This design comes from an exercise in tuning for small area and a short achievable clock period on the open sky130 flow, not from production work.
The RTL was checked by simulation tests, not by an equivalence proof against the original design.
Power and IR drop assume default switching activity.

## sdn_deparser_emission_core
module sdn_deparser_emission_core
(
    input  logic                        clk,
    input  logic                        resetn,
    input  logic [PRS_OFFSET_W-1:0]     dep_start_addr_i,
    input  logic [DEP_FIELD_W-1:0]      dep_field_data_i,
    input  logic [HEAD_FIELD_LEN_W-1:0] dep_field_len_i,
    input  logic                        dep_field_valid_i,
    input  logic                        dep_field_last_i,
    output logic                        dep_field_ready_o,
    output logic [PRS_DATA_W-1:0]       dep_data_word_o,
    output logic                        dep_data_valid_o,
    input  logic                        dep_data_ready_i,
    output logic                        dep_data_last_o,
    output logic [BITS_W-1:0]           dep_data_bits_o,
    output logic [PRS_OFFSET_W-1:0]     dep_finish_addr_o,
    output logic                        dep_finished_o,
    output logic                        dep_hold_en_o
);
    localparam int LO_W = PRS_DATA_W - SPILL_W;
    logic [PRS_DATA_W-1:0]       word_q;
    logic [PRS_DATA_W-1:LO_W]    spill_q;
    logic                        acc_w_q;
    logic                        acc_r_q;
    logic [FILL_W-2:0]           fill_q;
    logic [FILL_W-2:0]           fill_n_q;
    logic                        flush_q;
    logic                        valid_q;
    logic                        last_q;
    logic [BITS_W-1:0]           bits_q;
    logic                        in_hdr_q;
    logic [PRS_OFFSET_W-1:0]     addr_q;
    logic [PRS_OFFSET_W-1:0]     finish_addr_q;
    logic                        finished_q;
    logic                        defer_q;
    logic                        big;
    logic [7:0]                  field_n;
    logic [DEP_FIELD_W-1:0]      masked;
    logic [FILL_W-1:0]           sum;
    logic                        done;
    logic                        rem_zero;
    logic                        sum_zero;
    logic [PRS_DATA_W-1:0]       rot;
    logic                        field_ready;
    logic                        accept;
    logic                        out_fire;
    logic                        flush_fire;
    logic                        load;
    logic                        last_hs;
    logic                        zero_done;
    logic [PRS_OFFSET_W-1:0]     done_addr;
  ...
Size: ~7400 cells after synthesis, about 740 flip-flops, about 730 I/O pins, about 0.047 mm² of cells after synthesis.
Settings: LEC_CHECK=0, ABC_AREA=1, CAP_MARGIN=20, CORE_MARGIN=2, CORE_UTILIZATION=30, SETUP_SLACK_MARGIN=4.25, SLEW_MARGIN=20; clock period 8.0 ns.
standard.sh (not shown) runs the stock make flow with config.mk's settings and CLKGATE_MAP_FILE= SYNTH_SCRIPT=/design/flow/synth_recipe.tcl, a recipe that flattens the netlist after the stock synthesis.
==> flow/flow/run.sh <==
#!/bin/bash
# The standard layout, except that the port buffers are the smallest buffer
# (sky130_fd_sc_hd__buf_1) instead of the resizer's default pick; timing repair
# upsizes the ones on critical paths.
set -euo pipefail
export BUFFER_PORTS_ARGS="-buffer_cell sky130_fd_sc_hd__buf_1"
bash standard.sh > standard.log 2>&1
The baseline finished with timing, DRC and antenna clean.
Next try:
- CORE_UTILIZATION: 30 -> 35
- SETUP_SLACK_MARGIN: 4.25 -> 4.0
Design area shrinks by 12%; fmax shrinks by 2.6%; critical path depth shrinks by 3; clock skew shrinks by 0.0062 ns.
Next try:
- CORE_UTILIZATION: 35 -> 30
The changed run finished clean; maximum frequency came out lower by 2.3%; global-route usage came out lower by 3.2 points; die area came out higher by 16%; worst hold slack hardly moves; final area came out higher by 2.3%; wire length came out higher by 9.2%; sequential share of layout area came out lower by 0.57 points; total power came out higher by 4.3%; utilization came out lower by 5.4 points; setup slack degrades by 0.099 ns.

========
## rev 12
sdn_deparser_emission_core again, from the RTL that the note above started with.
==> flow/config.mk <==
export PLATFORM = sky130hd
export DESIGN_NAME = sdn_deparser_emission_core
export DESIGN_NICKNAME = sdn_deparser_emission_core
export VERILOG_FILES = /design/flow/design.v
export SDC_FILE = /design/flow/constraint.sdc
export NUM_CORES = 4
export LEC_CHECK = 0
export ABC_AREA = 1
export CAP_MARGIN = 20
export CORE_MARGIN = 2
export CORE_UTILIZATION = 38
export SETUP_SLACK_MARGIN = 3.9
export SLEW_MARGIN = 20
==> flow/constraint.sdc <==
create_clock -name core_clock -period 8.0 [get_ports {clk}]
set_input_delay 1.6000 -clock core_clock [delete_from_list [all_inputs] [get_ports {clk}]]
set_output_delay 1.6000 -clock core_clock [all_outputs]
set_load 0.01 [all_outputs]
Scripts as last shown in full above: flow/flow/run.sh
No stage failed in rev 12, and the final checks on the layout all came back clean.
The following lists how rev 13 was set up differently from rev 12:
# rev 12
export LEC_CHECK = 0
export ABC_AREA = 1
export CAP_MARGIN = 20
export CORE_MARGIN = 2
export CORE_UTILIZATION = 38
export SETUP_SLACK_MARGIN = 3.9
export SLEW_MARGIN = 20
create_clock -name core_clock -period 8.0 [get_ports {clk}]
# rev 13
export LEC_CHECK = 0
export ABC_AREA = 1
export CAP_MARGIN = 20
export CORE_MARGIN = 2
export CORE_UTILIZATION = 40
export SETUP_SLACK_MARGIN = 3.75
export SLEW_MARGIN = 20
create_clock -name core_clock -period 8.0 [get_ports {clk}]
Findings:
In rev 13, the net switching power came out 0.00058 W below the value in rev 12.
Delta (rev 13 minus rev 12): worst setup skew after layout lost 0.0059 ns; final wirelength lost 10,000 µm; overall power consumption lost 3.3%.

what the ideal ports hide:
No port has a modelled driver above. Below, the same layouts with a new extraction and two added sets of constraints.
Step 1 sets driving cells, clkbuf_16 on the clock port and buf_2 on the other inputs (assumed; they add their load-dependent delay and slew).
Step 2 times the ports against the registers' clock, not the clock port: input delays grow and output delays shrink by t, the midpoint of the rising clock arrivals with the driver on.
Slacks: ideal / step 1 / step 2; pairs: ideal / step 1.
run | t (ns) | setup WS [ns] | cell pins on the clock port's net
the first run of note 1 | 0.830 | 3.934 / 3.994 / 3.164 | 1
the second run of note 1 | 0.814 | 3.827 / 3.898 / 3.084 | 1
the third run of note 1 | 0.831 | 3.727 / 3.797 / 2.966 | 1
rev 12 | 0.818 | 3.803 / 3.871 / 3.053 | 1
rev 13 | 0.780 | 3.593 / 3.652 / 2.873 | 1
After both steps every run listed still meets setup and hold. For the first run of note 1, which loses most, drivers alone change the setup slack by +0.060 ns; drivers and shift together by -0.770 ns.
